This is an optimization exercise on Yosys and OpenROAD, whose aim is small area and few clock cycles, not a production implementation.
Only simulation tests tie the RTL to the original design; equivalence was not proved.
No activity file was given, so power comes from the tool's default toggle rates.

==> design/flow/design.v <==
module data_memory_param #(
  parameter int DATA_WIDTH = 32,
  parameter int ADDR_WIDTH = 7
) (
  input  logic                    clock,
  input  logic                    reset,
  input  logic                    mem_read,
  input  logic                    mem_write,
  input  logic [ADDR_WIDTH-1:0]   address,
  input  logic [DATA_WIDTH-1:0]   write_data,
  input  logic [DATA_WIDTH/8-1:0] byte_en,
  output logic [DATA_WIDTH-1:0]   read_data,
  output logic                    read_valid,
  output logic                    ready,
  output logic                    access_err,
  output logic                    parity_err
);
  localparam int NB    = DATA_WIDTH / 8;
  localparam int LG    = 3;                    
  localparam int NL    = 1 << LG;              
  localparam int RW    = ADDR_WIDTH - LG;      
  localparam int NR    = 1 << RW;              
  localparam int NE    = 6;                    
  localparam int DEPTH = NR * NL;
  logic [DEPTH*DATA_WIDTH-1:0] st;
  logic [LG-1:0]         phase_q;      
  logic                  init_q;       
  logic [LG-1:0]         icnt_q;
  logic                  ready_q;
  logic                  rd_q;
  logic                  read_valid_q;
  logic                  access_err_q;
  logic [DATA_WIDTH-1:0] read_data_q;
  logic [NE-1:0]         ev_q;                   
  logic [ADDR_WIDTH-1:0] ea_q [NE];              
  logic [NB-1:0]         eb_q [NE];              
  logic [DATA_WIDTH-1:0] ed_q [NE];              
  logic [NE-1:0]         grant_q;                
  logic [LG-1:0]         snext_q;                
  logic rd_acc, wr_acc, wr_eff;
  assign rd_acc = ready_q & mem_read & ~mem_write;
  assign wr_acc = ready_q & mem_write;
  assign wr_eff = wr_acc & (|byte_en);
  logic [RW-1:0]         bring;
  logic [NB-1:0]         bbe;
  logic [DATA_WIDTH-1:0] bdata;
  always_comb begin
    bring = '0;
    bbe   = '0;
    bdata = '0;
    for (int e = 0; e < NE; e++) begin
      bring = bring | ({RW{grant_q[e]}} & ea_q[e][ADDR_WIDTH-1:LG]);
      bbe   = bbe   | ({NB{grant_q[e]}} & eb_q[e]);
      bdata = bdata | ({DATA_WIDTH{grant_q[e]}} & ed_q[e]);
    end
  end
  logic [NB-1:0]         ins_en [NR];
  logic [DATA_WIDTH-1:0] ins_data;
  always_comb begin
    for (int r = 0; r < NR; r++)
      for (int b = 0; b < NB; b++)
        ins_en[r][b] = ((bring == RW'(r)) & bbe[b]) | init_q;
    ins_data = bdata & {DATA_WIDTH{~init_q}};
  end
  always_ff @(posedge clock) begin
    for (int r = 0; r < NR; r++) begin
      for (int p = 1; p < NL; p++)
        st[(r*NL + p)*DATA_WIDTH +: DATA_WIDTH] <= st[(r*NL + p - 1)*DATA_WIDTH +: DATA_WIDTH];
      for (int b = 0; b < NB; b++)
        st[(r*NL)*DATA_WIDTH + 8*b +: 8] <= ins_en[r][b] ? ins_data[8*b +: 8]
                                                         : st[(r*NL + NL - 1)*DATA_WIDTH + 8*b +: 8];
    end
  end
  logic [NE-1:0] hit;      
  logic [NE-1:0] alloc;
  always_comb begin
    logic found;
    for (int e = 0; e < NE; e++)
      hit[e] = ev_q[e] & ~grant_q[e] & (ea_q[e] == address);
    alloc = '0;
    found = |hit;
    for (int e = 0; e < NE; e++) begin
      if (!found && (!ev_q[e] || grant_q[e])) begin
        alloc[e] = 1'b1;
        found    = 1'b1;
      end
    end
  end
  logic [NE-1:0]         ev_d;
  logic [NB-1:0]         eb_m [NE];    
  always_comb begin
    for (int e = 0; e < NE; e++) begin
      ev_d[e] = (ev_q[e] & ~grant_q[e]) | (wr_eff & alloc[e]);
      eb_m[e] = eb_q[e] | ({NB{wr_eff & hit[e]}} & byte_en);
    end
  end
  always_ff @(posedge clock) begin
    for (int e = 0; e < NE; e++) begin
      if (wr_eff && alloc[e]) begin
        ea_q[e] <= address;
        eb_q[e] <= byte_en;
      end else if (wr_eff && hit[e]) begin
        eb_q[e] <= eb_m[e];
      end
      for (int b = 0; b < NB; b++)
        if (wr_eff && (alloc[e] || hit[e]) && byte_en[b])
          ed_q[e][8*b +: 8] <= write_data[8*b +: 8];
    end
  end
  logic [NE-1:0] grant_d;
  always_comb begin
    logic found;
    found   = 1'b0;
    grant_d = '0;
    for (int e = 0; e < NE; e++) begin
      if (!found && ev_q[e] && !grant_q[e] && ea_q[e][LG-1:0] == snext_q) begin
        grant_d[e] = 1'b1;
        found      = 1'b1;
      end
    end
  end
  logic [NE-1:0]         fm_q;      
  logic [NB-1:0]         fb_q;      
  logic [NR-1:0]         rring_q;
  logic [NL-1:0]         rpos_q;
  logic [LG-1:0]         rpos_n;
  logic [DEPTH-1:0]      rsel;
  assign rpos_n = address[LG-1:0] + phase_q + LG'(1);
  always_ff @(posedge clock) begin
    for (int r = 0; r < NR; r++) rring_q[r] <= (address[ADDR_WIDTH-1:LG] == RW'(r));
    for (int p = 0; p < NL; p++) rpos_q[p]  <= (rpos_n == LG'(p));
    for (int e = 0; e < NE; e++)
      fm_q[e] <= ev_q[e] & ~grant_q[e] & (ea_q[e] == address);
    fb_q <= '0;
    for (int e = 0; e < NE; e++)
      if (ev_q[e] && !grant_q[e] && ea_q[e] == address) fb_q <= eb_q[e];
  end
  always_comb begin
    for (int r = 0; r < NR; r++)
      for (int p = 0; p < NL; p++)
        rsel[r*NL + p] = rring_q[r] & rpos_q[p];
  end
  localparam int NG = (DEPTH + 2) / 3;           
  logic [DATA_WIDTH-1:0] rword, rdata;
  for (genvar k = 0; k < DATA_WIDTH; k++) begin : g_bit
    logic [NG-1:0] l1_n;
    logic [10:0]   l2;
    logic [3:0]    l3_n;
    for (genvar g = 0; g < NG; g++) begin : g_l1
      if (3*g + 2 < DEPTH) begin : g_3
        dmem_aoi222 u (
          .a1(rsel[3*g]),     .b1(st[(3*g)*DATA_WIDTH + k]),
          .a2(rsel[3*g + 1]), .b2(st[(3*g + 1)*DATA_WIDTH + k]),
          .a3(rsel[3*g + 2]), .b3(st[(3*g + 2)*DATA_WIDTH + k]),
          .y (l1_n[g])
        );
      end else begin : g_2
        dmem_aoi22 u (
          .a1(rsel[3*g]),     .b1(st[(3*g)*DATA_WIDTH + k]),
          .a2(rsel[3*g + 1]), .b2(st[(3*g + 1)*DATA_WIDTH + k]),
          .y (l1_n[g])
        );
      end
    end
    for (genvar g = 0; g < 10; g++) begin : g_l2
      dmem_nand4 u (.a(l1_n[4*g]), .b(l1_n[4*g + 1]), .c(l1_n[4*g + 2]), .d(l1_n[4*g + 3]), .y(l2[g]));
    end
    dmem_nand3 u_l2_last (.a(l1_n[40]), .b(l1_n[41]), .c(l1_n[42]), .y(l2[10]));
    for (genvar g = 0; g < 3; g++) begin : g_l3
      dmem_nor3 u (.a(l2[3*g]), .b(l2[3*g + 1]), .c(l2[3*g + 2]), .y(l3_n[g]));
    end
    dmem_nor2 u_l3_last (.a(l2[9]), .b(l2[10]), .y(l3_n[3]));
    dmem_nand4 u_l4 (.a(l3_n[0]), .b(l3_n[1]), .c(l3_n[2]), .d(l3_n[3]), .y(rword[k]));
  end
  logic [DATA_WIDTH-1:0] fwd, keep;
  always_comb begin
    fwd = '0;
    for (int e = 0; e < NE; e++)
      fwd = fwd | ({DATA_WIDTH{fm_q[e]}} & ed_q[e]);
    for (int b = 0; b < NB; b++) begin
      keep[8*b +: 8] = {8{~fb_q[b]}};
      fwd[8*b +: 8]  = fwd[8*b +: 8] & {8{fb_q[b]}};
    end
  end
  for (genvar k = 0; k < DATA_WIDTH; k++) begin : g_merge
    dmem_a21o u (.a1(rword[k]), .a2(keep[k]), .b1(fwd[k]), .x(rdata[k]));
  end
  logic room_next;
  assign room_next = |(~ev_d | grant_d);
  always_ff @(posedge clock or posedge reset) begin
    if (reset) begin
      phase_q      <= '0;
      init_q       <= 1'b1;
      icnt_q       <= '0;
      ready_q      <= 1'b0;
      rd_q         <= 1'b0;
      read_valid_q <= 1'b0;
      access_err_q <= 1'b0;
      ev_q         <= '0;
      grant_q      <= '0;
      snext_q      <= ~LG'(1);
    end else begin
      phase_q      <= phase_q + LG'(1);
      icnt_q       <= icnt_q + LG'(init_q);
      if (init_q && icnt_q == '1) init_q <= 1'b0;
      ready_q      <= (init_q ? (icnt_q == '1) : 1'b1) & room_next;
      rd_q         <= rd_acc;
      read_valid_q <= rd_q;
      access_err_q <= (mem_read | mem_write) & (~ready_q | (mem_read & mem_write));
      ev_q         <= ev_d;
      grant_q      <= grant_d;
      snext_q      <= ~(phase_q + LG'(2));
    end
  end
  always_ff @(posedge clock) begin
    read_data_q <= rdata;
  end
  assign read_data  = read_data_q;
  assign read_valid = read_valid_q;
  assign ready      = ready_q;
  assign access_err = access_err_q;
  assign parity_err = 1'b0;
endmodule
module dmem_aoi222 (
  input  logic a1, b1, a2, b2, a3, b3,
  output logic y
);
  assign y = ~((a1 & b1) | (a2 & b2) | (a3 & b3));
endmodule
module dmem_aoi22 (
  input  logic a1, b1, a2, b2,
  output logic y
);
  assign y = ~((a1 & b1) | (a2 & b2));
endmodule
module dmem_nand4 (
  input  logic a, b, c, d,
  output logic y
);
  assign y = ~(a & b & c & d);
endmodule
module dmem_nand3 (
  input  logic a, b, c,
  output logic y
);
  assign y = ~(a & b & c);
endmodule
module dmem_nor3 (
  input  logic a, b, c,
  output logic y
);
  assign y = ~(a | b | c);
endmodule
module dmem_a21o (
  input  logic a1, a2, b1,
  output logic x
);
  assign x = (a1 & a2) | b1;
endmodule
module dmem_nor2 (
  input  logic a, b,
  output logic y
);
  assign y = ~(a | b);
endmodule
==> design/flow/flow/run.sh <==
#!/bin/bash
# The standard layout (standard.sh), except that clock tree synthesis is
# told not to add dummy load cells. The other CTS arguments are the ones the
# standard flow derives from config.mk (cluster size 16, diameter 55 um,
# clkbuf_8 buffers). ORFS writes each step's log under orfs/logs; make's own
# output goes to standard.log.
set -e
export CTS_ARGS="-sink_clustering_enable -repair_clock_nets -sink_clustering_size 16 -sink_clustering_max_diameter 55 -buf_list sky130_fd_sc_hd__clkbuf_8 -dont_use_dummy_load"
bash standard.sh > standard.log 2>&1
==> design/flow/standard.sh <==
#!/bin/bash
# synth_recipe.tcl (not shown) runs the flow's synth.tcl, then flattens the netlist and writes it again
# the make line also repeats each setting of config.mk as NAME=value (left out here)
make -C /OpenROAD-flow-scripts/flow DESIGN_CONFIG=/design/flow/config.mk WORK_HOME=/design/flow/orfs CLKGATE_MAP_FILE= SYNTH_SCRIPT=/design/flow/synth_recipe.tcl "${@:-finish}"
==> design/flow/config.mk <==
export PLATFORM = sky130hd
export DESIGN_NAME = data_memory_param
export DESIGN_NICKNAME = data_memory_param
export VERILOG_FILES = /design/flow/design.v
export SDC_FILE = /design/flow/constraint.sdc
export NUM_CORES = 4
export LEC_CHECK = 0
export CAP_MARGIN = 20
export CORE_MARGIN = 2
export CORE_UTILIZATION = 40
export CTS_BUF_LIST = sky130_fd_sc_hd__clkbuf_8
export CTS_CLUSTER_DIAMETER = 55
export CTS_CLUSTER_SIZE = 16
export SETUP_SLACK_MARGIN = 0.15
export SLEW_MARGIN = 20
export SYNTH_HIERARCHICAL = 1
export SYNTH_MINIMUM_KEEP_SIZE = 0
==> design/flow/constraint.sdc <==
create_clock -name core_clock -period 3.2 [get_ports {clock}]
set_input_delay 0.6400 -clock core_clock [delete_from_list [all_inputs] [get_ports {clock}]]
set_output_delay 0.6400 -clock core_clock [all_outputs]
set_load 0.01 [all_outputs]
==> impl_metrics.json, run 1 <==
{
  "p_leak_nw": 48.9,
  "rr_worst_depth": 10,
  "io_pins": 83,
  "peakVddDrop_v": 0.000337,
  "syn_inst": 8443,
  "finClkSkew_ps": 166,
  "grtUsageMet3_pct": 5.36,
  "antenna_found_initial": 46,
  "min_path_type": "register to register",
  "synth.distinct_cells": 55,
  "globalplace.congestion": 0.894,
  "crit_slowest_cell": "dfxtp_2",
  "syn_avg_cell_area_um2": 14.3,
  "port_buffers": 81,
  "synth_nets": 8495,
  "grt_util_met1_pct": 33.7,
  "synth-compound-area-share_pct": 15.7,
  "use_met2_pct": 38.2,
  "crit_chain": "buf_4 -> and2_1 -> buf_4 -> buf_4 -> a222oi_1 -> nand4_1 -> nor3_2 -> buf_4 -> nand4_1 -> a21o_1",
  "post_drt_wl_per_cell_um": 30.3,
  "worstSetupPathType": "register to register",
  "max_freq_mhz": 325,
  "drc": 0,
  "cts_tree": "built",
  "synthAdderAreaFrac_pct": 0.0747,
  "netlist.area_leader.share_pct": 69.1,
  "start_util_pct": 40.2,
  "synth_area_leaders": "dfxtp_1 69%, a222oi_1 11%, edfxtp_1 6.4%",
  "power_density_mw_per_mm2": 675,
  "ant_nets": 0,
  "routed_wirelength_mm": 400,
  "synth.most_common_cell": "dfxtp_1",
  "setup_violations": 0,
  "internal-power_mw": 69.9,
  "nFillCells": 26600,
  "die_y_um": 553,
  "hold_slack_ps": 255,
  "drive_gt1_share_pct": 11.9,
  "grt_setup_unrepaired": "false",
  "p_seq_share_pct": 65.6,
  "holdPathStages": 0,
  "core_mm2": 0.300,
  "pre_cts_slack_ps": -464,
  "muxShareOfSynthArea_pct": 0,
  "fin_crit_ps": 3080,
  "cts_max_level": 5,
  "async_flop_share_pct": 0.585,
  "tightest_slew_ps": 1030,
  "cp.arrival_ps": 3930,
  "num_vias": 82000,
  "cts_setup_buffers": 0,
  "p_switching_mw": 22.4,
  "cp-end-kind": "register",
  "synthFlopType": "dfxtp_1",
  "firstDrtPassIters": 11,
  "slew_headroom_pct": 31.3,
  "max_stage_delay_ps": 500,
  "cts_buffers": 335,
  "first_global_vias": 81000,
  "grt-busiest-layer": "met2",
  "crit_required_ps": 4050,
  "combPwrFrac_pct": 6.1,
  "synth-edff-count": 258,
  "path_common_cell": "buf_4",
  "final_max_slew_viol_count": 0,
  "synth_common_cells": "4162 x dfxtp_1, 1344 x a222oi_1, 582 x nand3_1, 515 x o21ai_0, 362 x nand4_1",
  "finalWorstSetupSlack_ps": 119,
  "crit_path_max_fanout": 29,
  "overflow": 0,
  "synth_top_area_cell": "dfxtp_1",
  "grtUsageTotal_pct": 25.1,
  "synth_top_family_by_area": "compound AO/OA/AOI/OAI gates",
  "die_w_um": 553,
  "clkPwrFrac_pct": 28.3,
  "yosys_warnings": 12,
  "ys_ff_latch": 4446,
  "clkSlewWorstSetupHoldPaths_ps": 100,
  "syn_area_mm2": 0.121,
  "root_buffer": "clkbuf_8",
  "synth-simple-area-share_pct": 6.86,
  "synth-seq-area-share_pct": 76.1,
  "grt_start_max_net_pins": 107,
  "cap_violations": 0,
  "status": "complete, no violations",
  "final_nets": 9283,
  "rows": 201,
  "dieArea_mm2": 0.306,
  "grt_pass1_wl_mm": 571,
  "hold_viol": 0,
  "sw_frac_of_total_pct": 24.3,
  "vias_per_cell": 6.20,
  "clockBufferDepth": 4,
  "period_share_pct": 96.3,
  "clk_latency_ps": 1040,
  "synthXorXnorAreaFrac_pct": 0.480,
  "cts.sinks": 4446,
  "cp-start-kind": "register",
  "first_iter_violations": 14600,
  "dp.final_hpwl_mm": 251,
  "area_growth_pct": 13.4
}
what timing repair did:
action                                  4_1_cts  5_1_grt
pin swaps                                     3        6
endpoints found under the setup margin      201       68
endpoints found under the hold margin        10        0
hold buffers                                  1        0
resized for setup                            15       13
sequential cells by signal (all words and copies together), names as in the netlist:
signal / flops
access_err_q: 1
ea_q: 42
eb_q: 24
ed_q: 192
ev_q: 6
fb_q: 4
fm_q: 6
grant_q: 6
icnt_q: 3
init_q: 1
phase_q: 3
rd_q: 1
read_data_q: 32
read_valid_q: 1
ready_q: 1
rpos_q: 8
rring_q: 16
snext_q: 3
st: 4096
area by class of cell:
type / instances / area [um^2] / area share (%)
Sequential cell: 4446 / 91700 / 67.1
Multi-Input combinational cell: 3747 / 27900 / 20.4
Timing Repair Buffer: 678 / 7260 / 5.31
Tap cell: 3958 / 4950 / 3.62
Clock buffer: 335 / 4610 / 3.37
Inverter: 23 / 93.8 / 0.0687
Antenna cell: 35 / 87.6 / 0.0641
through the flow:
step	area, um^2	TNS (ps)	power, mW	cells	utilization [%]
floorplan	121000	0	62.9	8443	-
global placement	132000	-55330	66.9	12900	44.0
detailed placement	132000	-65030	67.1	12900	44.0
CTS	136000	0	92.4	13200	45.5
global route	137000	0	95.1	13200	45.6
finish	137000	0	92.3	13200	45.6
worst paths after layout:
check                           from              end  slack (ps)
min reg2reg                 st[2461]         st[2493]         260
min in group asynchronous      reset          ev_q[5]         580
max                        rpos_q[5]  read_data_q[24]         120
min                         st[2461]         st[2493]         260
max reg2reg                rpos_q[5]  read_data_q[24]         120
max in group asynchronous      reset       snext_q[0]        2270
kinds of logic (layout without fill, tap and decap cells):
logic type / Yosys count / in the layout
XOR/XNOR: 66 / 66
adder cells (fa/ha/maj): 7 / 7
AO/OA/AOI/OAI: 2225 / 2225
flip-flops: 4446 / 4446
buffers and inverters: 250 / 1036
other: 1 / 36
AND/OR/NAND/NOR: 1448 / 1448
per-layer routing:
layer	vias to the layer above	wire, um
met4	6	21800
li1	35300	-
met1	41100	163000
met5	-	44
met3	830	41600
met2	4778	174000
layout by cell type (no fill, tap or decap), types with 9 or more instances in the layout:
cell / n
inv_1: 18
edfxtp_1: 258
nand3_1: 582
a222oi_1: 1344
a21o_1: 45
buf_4: 435
xnor2_1: 40
nor3_1: 9
diode_2: 35
nand4_1: 362
dfrtp_1: 22
and2_1: 150
nand2b_1: 21
a31oi_1: 34
clkbuf_8: 335
dfxtp_1: 4156
buf_12: 155
a22oi_1: 216
nand2_1: 116
xor2_1: 26
clkdlybuf4s50_1: 81
o21ai_0: 515
nor3_2: 95
nor2_1: 72
a22oi_2: 32
critical path: cells and delay by family, from the launching register on:
kind	cells	cell delay [ps]
buffers and inverters	4	980
flip-flops	1	500
AO/OA/AOI/OAI	2	600
AND/OR/NAND/NOR	4	860
Yosys stat by module (local to each module, per instance):
| module | times used | flops+latches |
|---|---|---|
| data_memory_param | 1 | 4446 |
| dmem_a21o | 32 | 0 |
| dmem_aoi22 | 32 | 0 |
| dmem_aoi222 | 1344 | 0 |
| dmem_nand3 | 32 | 0 |
| dmem_nand4 | 352 | 0 |
| dmem_nor2 | 32 | 0 |
| dmem_nor3 | 96 | 0 |
power by group through the flow:
| stage | combinational [mW] | sequential [mW] | clock (mW) |
|---|---|---|---|
| 4_1_cts | 5.42 | 60.5 | 26.5 |
| 6_report | 5.59 | 60.5 | 26.2 |
| 3_5_place_dp | 5.40 | 61.7 | 0 |
| 2_1_floorplan | 1.80 | 61.1 | 0 |
| 3_3_place_gp | 5.37 | 61.6 | 0 |
| 5_1_grt | 5.69 | 60.8 | 28.6 |
Testbench counts, summed over its fixed seeds: cycles 16,082.
==> run 2: changes to the inputs <==
--- a/design/flow/design.v
+++ b/design/flow/design.v
@@ -174,14 +174,9 @@
   end
-  logic [DATA_WIDTH-1:0] fwd, keep;
-  always_comb begin
-    fwd = '0;
-    for (int e = 0; e < NE; e++)
-      fwd = fwd | ({DATA_WIDTH{fm_q[e]}} & ed_q[e]);
-    for (int b = 0; b < NB; b++) begin
-      keep[8*b +: 8] = {8{~fb_q[b]}};
-      fwd[8*b +: 8]  = fwd[8*b +: 8] & {8{fb_q[b]}};
-    end
-  end
-  for (genvar k = 0; k < DATA_WIDTH; k++) begin : g_merge
-    dmem_a21o u (.a1(rword[k]), .a2(keep[k]), .b1(fwd[k]), .x(rdata[k]));
+  always_comb begin
+    logic [DATA_WIDTH-1:0] fd;
+    fd = '0;
+    for (int e = 0; e < NE; e++)
+      fd = fd | ({DATA_WIDTH{fm_q[e]}} & ed_q[e]);
+    for (int b = 0; b < NB; b++)
+      rdata[8*b +: 8] = fb_q[b] ? fd[8*b +: 8] : rword[8*b +: 8];
   end
@@ -253,8 +248,2 @@
 endmodule
-module dmem_a21o (
-  input  logic a1, a2, b1,
-  output logic x
-);
-  assign x = (a1 & a2) | b1;
-endmodule
 module dmem_nor2 (
==> design/flow/flow/run.sh (replaced) <==
#!/bin/bash
# The standard layout (standard.sh), except that clock tree synthesis is
# told not to add dummy load cells. The other CTS arguments are the ones the
# standard flow derives from config.mk (cluster size 16, diameter 70 um,
# clkbuf_8 buffers). ORFS writes each step's log under orfs/logs; make's own
# output goes to standard.log.
set -e
export CTS_ARGS="-sink_clustering_enable -repair_clock_nets -sink_clustering_size 16 -sink_clustering_max_diameter 70 -buf_list sky130_fd_sc_hd__clkbuf_8 -dont_use_dummy_load"
bash standard.sh > standard.log 2>&1
--- a/design/flow/config.mk
+++ b/design/flow/config.mk
@@ -11,5 +11,5 @@
 export CTS_BUF_LIST = sky130_fd_sc_hd__clkbuf_8
-export CTS_CLUSTER_DIAMETER = 55
+export CTS_CLUSTER_DIAMETER = 70
 export CTS_CLUSTER_SIZE = 16
-export SETUP_SLACK_MARGIN = 0.15
+export SETUP_SLACK_MARGIN = 0.1
 export SLEW_MARGIN = 20
==> run 2 against run 1 <==
Effect of this change:
- critical path depth shrank 1
- sequential power is essentially flat
- die area is essentially flat
- clock power shrank 2%
- clock skew shrank 29 ps
==> impl_metrics.json, run 2 <==
{
  "status": "complete, no violations",
  "post_drt_wl_per_cell_um": 30.6,
  "nFillCells": 26600,
  "finClkSkew_ps": 137,
  "cap_violations": 0,
  "cp-start-kind": "register",
  "globalplace.congestion": 0.905,
  "synth_common_cells": "4162 x dfxtp_1, 1344 x a222oi_1, 588 x nand3_1, 515 x o21ai_0, 363 x nand4_1",
  "final_max_slew_viol_count": 0,
  "min_path_type": "input pin to register",
  "mostFrequentLayoutCells": "4157 x dfxtp_1, 1344 x a222oi_1, 588 x nand3_1, 515 x o21ai_0, 387 x buf_4",
  "slew_headroom_pct": 28.6,
  "synth.most_common_cell": "dfxtp_1",
  "tns_ps": 0,
  "drc": 0,
  "largestRegisters": "st x4096, ed_q x192, ea_q x42",
  "first_global_vias": 82100,
  "place_area_mm2": 0.131,
  "regMostFlops": "st",
  "ant_nets": 0,
  "synth_top_area_cell": "dfxtp_1",
  "clkSlewWorstSetupHoldPaths_ps": 100,
  "pre_cts_slack_ps": -497,
  "final_nets": 9193,
  "combPwrFrac_pct": 5.8,
  "fin_crit_ps": 3100,
  "finalWorstSetupSlack_ps": 102,
  "first_iter_violations": 14600,
  "cp.arrival_ps": 4000,
  "design_area_mm2": 0.135,
  "overflow": 0,
  "ys_ff_latch": 4446,
  "area_growth_pct": 12.3,
  "grt_setup_unrepaired": "true",
  "clkPwrFrac_pct": 28.2,
  "start_util_pct": 40.2,
  "syn_inst": 8460,
  "synth-seq-area-share_pct": 76.1,
  "sw_frac_of_total_pct": 24.2,
  "core_mm2": 0.300,
  "max_freq_mhz": 323,
  "placed_cells": 12800,
  "p_seq_share_pct": 66.0,
  "die_w_um": 553,
  "grtUsageTotal_pct": 25.2,
  "io_pins": 83,
  "cts_buffers": 322,
  "peakVddDrop_v": 0.000385,
  "num_vias": 81800,
  "dieArea_mm2": 0.306,
  "cts.sinks": 4446,
  "setup_violations": 0,
  "p_switching_mw": 22.1,
  "worstSetupPathType": "register to register",
  "period_share_pct": 96.8,
  "syn_avg_cell_area_um2": 14.3,
  "port_buffers": 81,
  "yosys_warnings": 12,
  "syn_area_mm2": 0.121,
  "rows": 201,
  "root_buffer": "clkbuf_8",
  "power_density_mw_per_mm2": 674,
  "clk_latency_ps": 1060,
  "layout_commonest_cell": "dfxtp_1",
  "die_y_um": 553,
  "grt_start_max_net_pins": 105,
  "synth_area_leaders": "dfxtp_1 69%, a222oi_1 11%, edfxtp_1 6.4%",
  "crit_path_max_fanout": 18,
  "firstDrtPassIters": 14,
  "cts_setup_buffers": 0,
  "crit_required_ps": 4100,
  "cts_max_level": 5,
  "final_cells": 13100,
  "dp.final_hpwl_mm": 254,
  "clockBufferDepth": 4,
  "antenna_found_initial": 39,
  "drive_gt1_share_pct": 11.1,
  "hold_viol": 0,
  "cp-end-kind": "register",
  "largest_reg_flops": 4096,
  "routed_wirelength_mm": 401,
  "synth.distinct_cells": 56,
  "tightest_slew_ps": 1070,
  "internal-power_mw": 69.2,
  "synthFlopType": "dfxtp_1",
  "synth-edff-count": 258,
  "grt_pass1_wl_mm": 574,
  "vias_per_cell": 6.24,
  "synth_nets": 8512,
  "p_leak_nw": 47.9,
  "netlist.area_leader.share_pct": 69.1,
  "async_flop_share_pct": 0.585,
  "cts_tree": "built"
}
==> run 2: changes by cell type after synthesis, moves of 7 or more <==
| cell | change |
|---|---|
| xor2_1 | +12 |
| a21oi_1 | -8 |
| a31oi_1 | -34 |
| nor2_1 | +35 |
| nor4_1 | +8 |
| o21bai_1 | -7 |
| a21o_1 | -39 |
| a22o_1 | +15 |
| a41oi_1 | +32 |
| clkbuf_1 | +17 |
| xnor2_1 | -12 |
==> run 2: worst paths after layout <==
check	depth (start not counted)	endpoint	startpoint	slack, ps
setup / recovery	9	read_data_q[19]	rpos_q[5]	100
hold / removal	3	access_err_q	mem_read	270
setup reg to reg	9	read_data_q[19]	rpos_q[5]	100
hold reg to reg	0	st[3938]	st[3906]	300
max in group asynchronous	4	snext_q[0]	reset	2260
min in group asynchronous	4	ev_q[2]	reset	520
==> run 2: cells by family after synthesis <==
family | count (synthesis) | synth area share (%)
adder cells (fa/ha/maj) | 5 | 0.0581
other | 1 | 0.00311
AND/OR/NAND/NOR | 1491 | 6.98
multiplexers | 3 | 0.0249
buffers and inverters | 264 | 0.854
AO/OA/AOI/OAI | 2184 | 15.5
XOR/XNOR | 66 | 0.479
flip-flops | 4446 | 76.1
==> run 2: routing by layer <==
layer  GRT usage, %  part of all wire [%]
met5              0                 0.029
met4           13.2                   5.6
met3           5.33                    10
met2           38.3                    44
met1           33.6                    40
==> run 2: power by group through the flow <==
stage	Clock (mW)	Combinational (mW)	Sequential, mW
global placement	0	5.14	61.3
finish	25.7	5.28	60.2
floorplan	0	1.80	60.8
CTS	26.1	5.18	60.2
detailed placement	0	5.17	61.4
global route	28.0	5.37	60.5
==> run 2: Yosys stat by module, one instance, submodules excluded <==
module             cell area (um^2)  copies in the design
dmem_nand3                     5.00                    32
dmem_nor2                      3.75                    32
dmem_aoi222                    10.0                  1344
dmem_nor3                      10.0                    96
dmem_nand4                     6.26                   352
data_memory_param            103000                     1
dmem_aoi22                     12.5                    32
==> run 2: what timing repair did <==
action / in CTS / in global routing
gates resized for setup: 7 / 6
endpoints found under the hold margin: 15 / 0
pin swaps: 1 / 1
endpoints found under the setup margin: 30 / 41
hold buffers: 1 / 0
==> run 2: worst max-delay path, cell delays in order, from the launching register on <==
cell	delay [ps]
dfxtp_2	450
and2_1	560
buf_12	350
a222oi_1	360
nand4_1	250
nor2_1	390
nand4_1	230
buf_4	230
nor2_1	100
a41oi_1	60
==> run 2: through the flow <==
| stage | hold slack (ps) | util (%) | power, mW |
|---|---|---|---|
| floorplan | 330 | - | 62.6 |
| detailed placement | 335 | 43.7 | 66.6 |
| CTS | 203 | 45.1 | 91.5 |
| finish | 269 | 45.2 | 91.2 |
| global placement | 332 | 43.7 | 66.5 |
| global route | 282 | 45.2 | 93.9 |
==> run 2: cell type report <==
type                    count  area (um^2)  area share [%]
flip-flops and latches   4446        91700            67.8
clock buffers             322         4430            3.27
repair buffers            596         6270            4.63
well taps                3958         4950            3.66
multi-input cells        3750        27900            20.6
diodes                     14         35.0          0.0259
inverters                  25          101          0.0749
Testbench counts of run 2, summed over its fixed seeds: cycles 16,082.

-- re-timing with driven ports --
Ports are ideal in the flow. The routed layouts listed here were re-timed in OpenROAD.
Step 1: set_driving_cell puts a clkbuf_16 on clock and a buf_2 on each other input, an assumption about the parent block.
Step 2 times the ports against the registers' clock, not the clock port: input delays grow and output delays shrink by t, the midpoint of the rising clock arrivals with the driver on.
Three values: ideal, step 1, step 2; two values: the first two.
run | shift t [ns] | setup slack, ns | worst hold slack (ns) | clock arrival spread, ns
run 1 | 1.071 | 0.119 / 0.119 / -0.447 | 0.255 / 0.192 / 0.255 | 0.196 / 0.196
run 2 | 1.107 | 0.102 / 0.102 / -0.518 | 0.269 / 0.182 / 0.295 | 0.140 / 0.139
With both steps, setup timing fails in run 1 and run 2, where it was met with ideal ports. The setup slack of run 2, which loses most, moves by 0.000 ns with the drivers and by -0.620 ns with both steps.
